This is an optimization exercise on Yosys and OpenROAD, whose aim is small area, a short achievable clock period and few clock cycles per item, not a production implementation.
The RTL was checked by simulation tests, not by an equivalence proof against the original design.
No activity file was given, so power comes from the tool's default toggle rates.

File: run.sh
#!/bin/bash
# synth_recipe.tcl (not shown) runs the flow's synth.tcl, then flattens the netlist and writes it again
# the make line also repeats each setting of config.mk as NAME=value (left out here)
make -C /OpenROAD-flow-scripts/flow DESIGN_CONFIG=/design/flow/config.mk WORK_HOME=/design/flow/orfs CLKGATE_MAP_FILE= SYNTH_SCRIPT=/design/flow/synth_recipe.tcl finish
File: config.mk
export PLATFORM = sky130hd
export DESIGN_NAME = mini_mips8_instruction_execute
export DESIGN_NICKNAME = mini_mips8_instruction_execute
export VERILOG_FILES = /design/flow/design.v
export SDC_FILE = /design/flow/constraint.sdc
export NUM_CORES = 4
export LEC_CHECK = 0
export CAP_MARGIN = 20
export CORE_MARGIN = 2
export CORE_UTILIZATION = 40
export SLEW_MARGIN = 20
File: constraint.sdc
create_clock -name core_clock -period 7.0 [get_ports {clk}]
set_input_delay 1.4000 -clock core_clock [delete_from_list [all_inputs] [get_ports {clk}]]
set_output_delay 1.4000 -clock core_clock [all_outputs]
set_load 0.01 [all_outputs]
File: design.v
package mm8_pkg;
  localparam int DataDepth = 256;
  localparam int MemAw     = $clog2(DataDepth);
  typedef enum logic [1:0] {
    HOST_EXEC   = 2'd0,
    HOST_MEM_WR = 2'd1,
    HOST_MEM_RD = 2'd2,
    HOST_REG_RD = 2'd3
  } host_op_t;
  localparam logic [3:0] OPC_RTYPE = 4'd0;
  localparam logic [3:0] OPC_JUMP  = 4'd2;
  localparam logic [3:0] OPC_ADDI  = 4'd4;
  localparam logic [3:0] OPC_BEQ   = 4'd8;
  localparam logic [3:0] OPC_LW    = 4'd11;
  localparam logic [3:0] OPC_SW    = 4'd15;
  localparam logic [2:0] FN_ADD = 3'd0;
  localparam logic [2:0] FN_SUB = 3'd2;
  localparam logic [2:0] FN_AND = 3'd4;
  localparam logic [2:0] FN_OR  = 3'd5;
  typedef struct packed {
    logic [7:0]       next_pc;
    logic             reg_wr;
    logic [2:0]       dest;
    logic [7:0]       value;
    logic             load;           
    logic             mem_wr;
    logic [MemAw-1:0] mem_addr;
    logic [7:0]       mem_wdata;
    logic             mem_to_rdata;   
    logic             ovf;
    logic [7:0]       rdata;
  } exe_res_t;
  function automatic logic [MemAw-1:0] mem_index(input logic [7:0] addr);
    mem_index = addr[MemAw-1:0];
  endfunction
endpackage
module mm8_exe (
  input  mm8_pkg::host_op_t host_op,
  input  logic [15:0]       instr,
  input  logic [7:0]        host_addr,
  input  logic [7:0]        host_data,
  input  logic [7:0]        pc,
  input  logic [7:0]        src_a,
  input  logic [7:0]        src_b,
  output mm8_pkg::exe_res_t res
);
  logic [3:0] opc;
  logic [2:0] rt;
  logic [2:0] rd;
  logic [2:0] funct;
  logic [8:0] simm;
  logic [8:0] a9;
  logic [8:0] b9;
  logic [8:0] sum_ab;
  logic [8:0] diff_ab;
  logic [8:0] sum_ai;
  logic [8:0] r_val;
  logic       r_chk;
  assign opc     = instr[15:12];
  assign rt      = instr[8:6];
  assign rd      = instr[5:3];
  assign funct   = instr[2:0];
  assign simm    = {{3{instr[5]}}, instr[5:0]};
  assign a9      = {src_a[7], src_a};
  assign b9      = {src_b[7], src_b};
  assign sum_ab  = a9 + b9;
  assign diff_ab = a9 - b9;
  assign sum_ai  = a9 + simm;
  always_comb begin
    r_chk = 1'b0;
    case (funct)
      mm8_pkg::FN_ADD: begin
        r_val = sum_ab;
        r_chk = 1'b1;
      end
      mm8_pkg::FN_SUB: begin
        r_val = diff_ab;
        r_chk = 1'b1;
      end
      mm8_pkg::FN_AND: r_val = {1'b0, src_a & src_b};
      mm8_pkg::FN_OR:  r_val = {1'b0, src_a | src_b};
      default:         r_val = 9'd0;
    endcase
  end
  always_comb begin
    res              = '0;
    res.next_pc      = pc;
    res.mem_addr     = mm8_pkg::mem_index(host_addr);
    res.mem_wdata    = host_data;
    case (host_op)
      mm8_pkg::HOST_MEM_WR: res.mem_wr = 1'b1;
      mm8_pkg::HOST_MEM_RD: res.mem_to_rdata = 1'b1;
      mm8_pkg::HOST_REG_RD: res.rdata = src_a;
      mm8_pkg::HOST_EXEC: begin
        res.next_pc = pc + 8'd1;
        case (opc)
          mm8_pkg::OPC_RTYPE: begin
            if (r_chk && (r_val[8] ^ r_val[7])) begin
              res.ovf = 1'b1;
            end else begin
              res.reg_wr = 1'b1;
              res.dest   = rd;
              res.value  = r_val[7:0];
            end
          end
          mm8_pkg::OPC_ADDI: begin
            if (sum_ai[8] ^ sum_ai[7]) begin
              res.ovf = 1'b1;
            end else begin
              res.reg_wr = 1'b1;
              res.dest   = rt;
              res.value  = sum_ai[7:0];
            end
          end
          mm8_pkg::OPC_LW: begin
            if (sum_ai[8] ^ sum_ai[7]) begin
              res.ovf = 1'b1;
            end else begin
              res.reg_wr   = 1'b1;
              res.dest     = rt;
              res.load     = 1'b1;
              res.mem_addr = mm8_pkg::mem_index(sum_ai[7:0]);
            end
          end
          mm8_pkg::OPC_SW: begin
            if (sum_ai[8] ^ sum_ai[7]) begin
              res.ovf = 1'b1;
            end else begin
              res.mem_wr    = 1'b1;
              res.mem_addr  = mm8_pkg::mem_index(sum_ai[7:0]);
              res.mem_wdata = src_b;
            end
          end
          mm8_pkg::OPC_BEQ: begin
            if (diff_ab[8] ^ diff_ab[7]) begin
              res.ovf = 1'b1;
            end else if (diff_ab == 9'd0) begin
              res.next_pc = pc + 8'd1 + simm[7:0];
            end
          end
          mm8_pkg::OPC_JUMP: res.next_pc = instr[7:0];
          default: ;
        endcase
      end
      default: ;
    endcase
  end
endmodule
module mini_mips8_instruction_execute (
  input  logic              clk,
  input  logic              rst_n,
  input  logic              in_valid,
  output logic              in_ready,
  input  logic [1:0]        in_op,
  input  logic [15:0]       in_instr_word,
  input  logic [7:0]        in_host_addr,
  input  logic signed [7:0] in_host_data,
  output logic              out_valid,
  input  logic              out_ready,
  output logic [7:0]        out_next_pc,
  output logic              out_reg_write_done,
  output logic [2:0]        out_reg_dest,
  output logic signed [7:0] out_reg_value,
  output logic              out_mem_write_done,
  output logic              out_alu_overflow,
  output logic signed [7:0] out_read_data
);
  logic [7:0]                   rf_ram_r [8];
  logic [7:0]                   rf_vld_r;
  logic [7:0]                   dm_ram_r [mm8_pkg::DataDepth];
  logic [mm8_pkg::DataDepth-1:0] dm_vld_r;
  logic              s1_v_r, s1_v_nxt;
  mm8_pkg::host_op_t s1_op_r;
  logic [15:0]       s1_instr_r;
  logic [7:0]        s1_haddr_r;
  logic [7:0]        s1_hdata_r;
  logic [2:0]        s1_ia_r, s1_ib_r;
  logic [7:0]        rf_qa_r, rf_qb_r;
  logic [7:0]        pc_r;
  logic              s2_v_r, s2_v_nxt;
  mm8_pkg::exe_res_t s2_res_r;
  logic [7:0]        mem_q_r;
  logic              w_v_r;
  logic [2:0]        w_dest_r;
  logic [7:0]        w_val_r;
  logic              out_valid_r, out_valid_nxt;
  logic [7:0]        out_next_pc_r;
  logic              out_reg_write_r;
  logic [2:0]        out_reg_dest_r;
  logic [7:0]        out_reg_value_r;
  logic              out_mem_write_r;
  logic              out_ovf_r;
  logic [7:0]        out_rdata_r;
  logic              in_acc, s1_adv, s2_adv;
  mm8_pkg::host_op_t in_op_e;
  logic [2:0]        in_ia, in_ib;
  logic [7:0]        src_a, src_b;
  logic [7:0]        s2_val, s2_rdata;
  mm8_pkg::exe_res_t exe_res;
  assign s2_adv   = s2_v_r && (!out_valid_r || out_ready);
  assign s1_adv   = s1_v_r && (!s2_v_r || s2_adv);
  assign in_ready = !s1_v_r || s1_adv;
  assign in_acc   = in_valid && in_ready;
  assign in_op_e = mm8_pkg::host_op_t'(in_op);
  assign in_ia   = (in_op_e == mm8_pkg::HOST_REG_RD) ? in_host_addr[2:0] : in_instr_word[11:9];
  assign in_ib   = in_instr_word[8:6];
  assign s1_v_nxt      = in_acc ? 1'b1 : (s1_adv ? 1'b0 : s1_v_r);
  assign s2_v_nxt      = s1_adv ? 1'b1 : (s2_adv ? 1'b0 : s2_v_r);
  assign out_valid_nxt = s2_adv ? 1'b1 : (out_ready ? 1'b0 : out_valid_r);
  assign s2_val   = s2_res_r.load ? mem_q_r : s2_res_r.value;
  assign s2_rdata = s2_res_r.mem_to_rdata ? mem_q_r : s2_res_r.rdata;
  always_comb begin
    if (s2_v_r && s2_res_r.reg_wr && (s2_res_r.dest == s1_ia_r)) begin
      src_a = s2_val;
    end else if (w_v_r && (w_dest_r == s1_ia_r)) begin
      src_a = w_val_r;
    end else begin
      src_a = rf_qa_r;
    end
    if (s2_v_r && s2_res_r.reg_wr && (s2_res_r.dest == s1_ib_r)) begin
      src_b = s2_val;
    end else if (w_v_r && (w_dest_r == s1_ib_r)) begin
      src_b = w_val_r;
    end else begin
      src_b = rf_qb_r;
    end
  end
  mm8_exe u_exe (
    .host_op   (s1_op_r),
    .instr     (s1_instr_r),
    .host_addr (s1_haddr_r),
    .host_data (s1_hdata_r),
    .pc        (pc_r),
    .src_a     (src_a),
    .src_b     (src_b),
    .res       (exe_res)
  );
  always_ff @(posedge clk) begin
    if (!rst_n) begin
      s1_v_r      <= 1'b0;
      s2_v_r      <= 1'b0;
      out_valid_r <= 1'b0;
      w_v_r       <= 1'b0;
      pc_r        <= 8'd0;
      rf_vld_r    <= '0;
      dm_vld_r    <= '0;
    end else begin
      s1_v_r      <= s1_v_nxt;
      s2_v_r      <= s2_v_nxt;
      out_valid_r <= out_valid_nxt;
      if (s1_adv) begin
        pc_r <= exe_res.next_pc;
        if (exe_res.mem_wr) begin
          dm_vld_r[exe_res.mem_addr] <= 1'b1;
        end
      end
      if (s2_adv && s2_res_r.reg_wr) begin
        rf_vld_r[s2_res_r.dest] <= 1'b1;
        w_v_r                   <= 1'b1;
      end
    end
  end
  always_ff @(posedge clk) begin
    if (in_acc) begin
      rf_qa_r <= rf_vld_r[in_ia] ? rf_ram_r[in_ia] : 8'd0;
      rf_qb_r <= rf_vld_r[in_ib] ? rf_ram_r[in_ib] : 8'd0;
    end
    if (s2_adv && s2_res_r.reg_wr) begin
      rf_ram_r[s2_res_r.dest] <= s2_val;
      w_dest_r                <= s2_res_r.dest;
      w_val_r                 <= s2_val;
    end
  end
  always_ff @(posedge clk) begin
    if (s1_adv) begin
      if (exe_res.mem_wr) begin
        dm_ram_r[exe_res.mem_addr] <= exe_res.mem_wdata;
      end
      mem_q_r <= dm_vld_r[exe_res.mem_addr] ? dm_ram_r[exe_res.mem_addr] : 8'd0;
    end
  end
  always_ff @(posedge clk) begin
    if (in_acc) begin
      s1_op_r    <= in_op_e;
      s1_instr_r <= in_instr_word;
      s1_haddr_r <= in_host_addr;
      s1_hdata_r <= in_host_data;
      s1_ia_r    <= in_ia;
      s1_ib_r    <= in_ib;
    end
    if (s1_adv) begin
      s2_res_r <= exe_res;
    end
    if (s2_adv) begin
      out_next_pc_r   <= s2_res_r.next_pc;
      out_reg_write_r <= s2_res_r.reg_wr;
      out_reg_dest_r  <= s2_res_r.dest;
      out_reg_value_r <= s2_res_r.reg_wr ? s2_val : 8'd0;
      out_mem_write_r <= s2_res_r.mem_wr;
      out_ovf_r       <= s2_res_r.ovf;
      out_rdata_r     <= s2_rdata;
    end
  end
  assign out_valid          = out_valid_r;
  assign out_next_pc        = out_next_pc_r;
  assign out_reg_write_done = out_reg_write_r;
  assign out_reg_dest       = out_reg_dest_r;
  assign out_reg_value      = out_reg_value_r;
  assign out_mem_write_done = out_mem_write_r;
  assign out_alu_overflow   = out_ovf_r;
  assign out_read_data      = out_rdata_r;
endmodule
==> impl_results.md <==
* Post-synth top area share at 67.3%
* Die X at just over 500 um
* RSZ-0062 raised after global routing: yes
* Max Cap Viol at 0
* Syn Area/Cell at between 15 and 20 sq um
* Post-layout nets at 6236
* Later-pin clock latency in the skew report at 890 ps
* Power per cell area at 279 nW/um^2
* Clock tree root buffer cell: clkbuf_16
* Worst-margin pin slew at 1190 ps
* Reg area at around 73000 sq um
* Crit-path leading delay family: compound AO/OA/AOI/OAI gates
* Outcome: complete, no violations
* Peak supply drop at between 0.0002 and 0.0003 V
* Design area at 118000 sq um
* Die area at 254000 sq um
* Setup ws final at 141 ps
* Most common cell after layout, fill and taps aside: edfxtp_1
* Max frequency at 146 MHz
* Post-synth net total at 5660
* Final Max Tran Viols at 0
* Pre-CTS WS at -429 ps
* Initial Utilization at 40.2%
* Initial DRC count at 6391
* Grt met2 use at 32.6%
* Sw Pwr at 0.00753 W
* WS Path Type: reg -> reg
* Post-route ant nets at 0
* Core region area at 249000 sq um
* Initial antenna violation count at 8
* Global placer's final weighted congestion at 0.860
* Vias per std cell at 5.75
* YS warnings at 2
* Arr. time, crit path at 7460 ps
* Crit Path Max Fanout at 12
* CTS tree: done
* Power Total at 0.0328 W
* Clock share of power at 40.4%
* Int Pwr at around 0.025 W
* M1 GR Usage at 29.0%
* Grt total ovfl at 0
* WP data required at ~7600 ps
* Final Hold Fails at 0
* Layout cells sized above 1 at 26.4%
* Post-synth top flop: edfxtp_1
* Hold Crit Class: reg -> reg
* EDFF count, synth at 2243
* Sequential power share at 50.6%
* Skew final at 74.2 ps
* Syn Inst Count at 5570
* CP max stage cell: or4_4
* Mapped cell area at 100000 sq um
* Die Ht at about 500 um
* Distinct cells, synth at 69
* WP buf/inv at 6
* DRC viols at 0
* Most frequent cells in the layout: edfxtp_1 (2243), mux4_2 (594), buf_4 (512)
* Yosys reg bits at about 2500
* Leading area contributor after synthesis: edfxtp_1
* Setup violations, final at 0
* Area occupied by multi-input gates at ~26000 sq um
* Sequential area share after synthesis at 72.9%
* Area growth syn-to-layout at 17.7%
* Async S/R FF share, synth at 0%
* Global routing's busiest layer: met2
* Leakage power at around 38 nW
* Fillers at approximately 21000
* Sw Share at 22.9%
* Vias in the first global route at 55200
* Worst hold slack at 418 ps
* CTS Sinks at 2519
* GRT Overall Usage at 20.4%
* Max clock buf depth at 3
* Worst-path clk slew at 60 ps
* I/O pin count at 70
* CP Launch Type: flop
* CP peak stage delay at 570 ps
* WL final at roughly 270 mm
* Buffers on Ports at 69
* First-pass GRT wire length at between 300 and 400 mm
* Ranking of synthesized cells by area: edfxtp_1 (67%), mux4_2 (13%), dfxtp_1 (5.5%), a22oi_1 (2.2%), nand2_1 (1.5%)
* Comb pwr share at 9.0%
* Placed inst area at 109000 sq um
* Vias after detailed routing at 55600
* Met3 usage at 3.36%
* Tmin final at approximately 6900 ps
* TritonRoute pass-1 iters at 5
* TNS Setup at 0 ps
* Rows at 183
* H-tree depth at 4
* CTS buffer count at 241
* WL per Instance at 27.6 um
* Dpl hpwl at 165 mm
* Register-to-register setup slack at 140 ps
* Tcrit/Tclk final at 98.0%
* Slew headroom at 20.5%
* Largest net degree at the start of global routing at between 150 and 200
* Nature of the critical path endpoint: flop
==> per-layer routing <==
layer  routed length, um  share of wire [%]
met1              113000                 42
met2              127000                 47
met3               20200                7.5
met4                8050                3.0
met5                  47              0.018
==> state kept, by name, indices dropped and copies added (netlist names), 13 cells and up <==
name / flops
dm_ram_r: 2048
dm_vld_r: 256
rf_ram_r: 64
s2_res_r: 32
s1_instr_r: 13
==> timing repair <==
action / 4_1_cts / 5_1_grt
gates resized for setup: 13 / 62
cloned: 0 / 12
buffers inserted: 0 / 39
pin swaps: 0 / 6
hold buffers: 0 / 0
endpoints found under the setup margin: 8 / 81
==> area by class of cell <==
class                           instances  share of cell area [%]
Sequential cell                      2519                    61.9
Multi-Input combinational cell       2646                    21.9
Timing Repair Buffer                  682                    5.61
Clock buffer                          295                    5.40
Tap cell                             3330                    3.54
Clock inverter                        152                    1.42
Inverter                               53                   0.214
Timing Repair inverter                  3                  0.0244
Antenna cell                            2                 0.00425
==> cell usage after synthesis, types with 18 or more instances <==
| library cell | instances |
|---|---|
| edfxtp_1 | 2243 |
| ha_1 | 48 |
| a22o_1 | 38 |
| nand2_1 | 401 |
| xnor2_1 | 27 |
| o21a_1 | 24 |
| dfxtp_1 | 276 |
| a21oi_1 | 186 |
| nor2_1 | 335 |
| nor4_1 | 30 |
| and2_1 | 28 |
| a22oi_1 | 288 |
| clkbuf_1 | 173 |
| buf_4 | 41 |
| nor3_1 | 25 |
| mux2_2 | 22 |
| buf_2 | 92 |
| and3_1 | 41 |
| o21ai_0 | 191 |
| inv_1 | 47 |
| xor2_1 | 18 |
| nor2b_1 | 28 |
| mux2i_1 | 36 |
| o21ai_1 | 64 |
| buf_1 | 27 |
| mux4_2 | 594 |
| a31oi_1 | 30 |
| nand3_1 | 49 |
==> per-stage QoR <==
step	std cells	utilization, %
detailed placement	9183	43.7
finish	9682	47.4
CTS	9630	47.0
global placement	9180	43.7
global route	9680	47.4
floorplan	5570	-
==> worst paths after layout <==
path | startpoint | to | cells after the start
min | s2_res_r[45] | out_next_pc_r[5] | 0
max reg2reg | s1_ia_r[2] | mem_q_r[5] | 25
max | s1_ia_r[2] | mem_q_r[5] | 25
min reg2reg | s2_res_r[45] | out_next_pc_r[5] | 0
==> kinds of logic after synthesis <==
logic type | Yosys count | synth area share [%]
fa+ha+maj | 52 | 0.680
flops | 2519 | 72.9
compound gates | 921 | 5.93
buf+inv | 405 | 1.94
simple gates | 975 | 4.20
xor+xnor | 45 | 0.394
mux | 653 | 14.0
==> power groups by stage <==
stage / Combinational, W / Clock [W] / Sequential [W]
3_3_place_gp: 0.00279 / 0 / 0.0169
6_report: 0.00296 / 0.0133 / 0.0166
5_1_grt: 0.00313 / 0.0140 / 0.0166
4_1_cts: 0.00285 / 0.0135 / 0.0166
2_1_floorplan: 0.00168 / 0 / 0.0169
3_5_place_dp: 0.00283 / 0 / 0.0169
Testbench counts, summed over its fixed seeds: cycles 20,024, items 20,000.

-- what the ideal ports hide --
In the flow no input, the clock included, has a driving cell. The finished layout below was timed again as built, in two steps. Step 1 sets driving cells, clkbuf_16 on the clock port and buf_2 on the other inputs (assumed; they add their load-dependent delay and slew). Step 2 times the ports against the registers' clock, not the clock port: input delays grow and output delays shrink by t, the midpoint of the rising clock arrivals with the driver on. Three values: ideal, step 1, step 2; two values: the first two.
t, ns: 0.958
setup slack, ns: 0.141 / 0.141 / 0.141
slew at the worst register clock pin (ns): 0.07 / 0.07
worst slew at a driven data input, ns: 0.13
After both steps this run still meets setup and hold. The setup slack of this run moves by 0.000 ns with the drivers and by 0.000 ns with both steps.
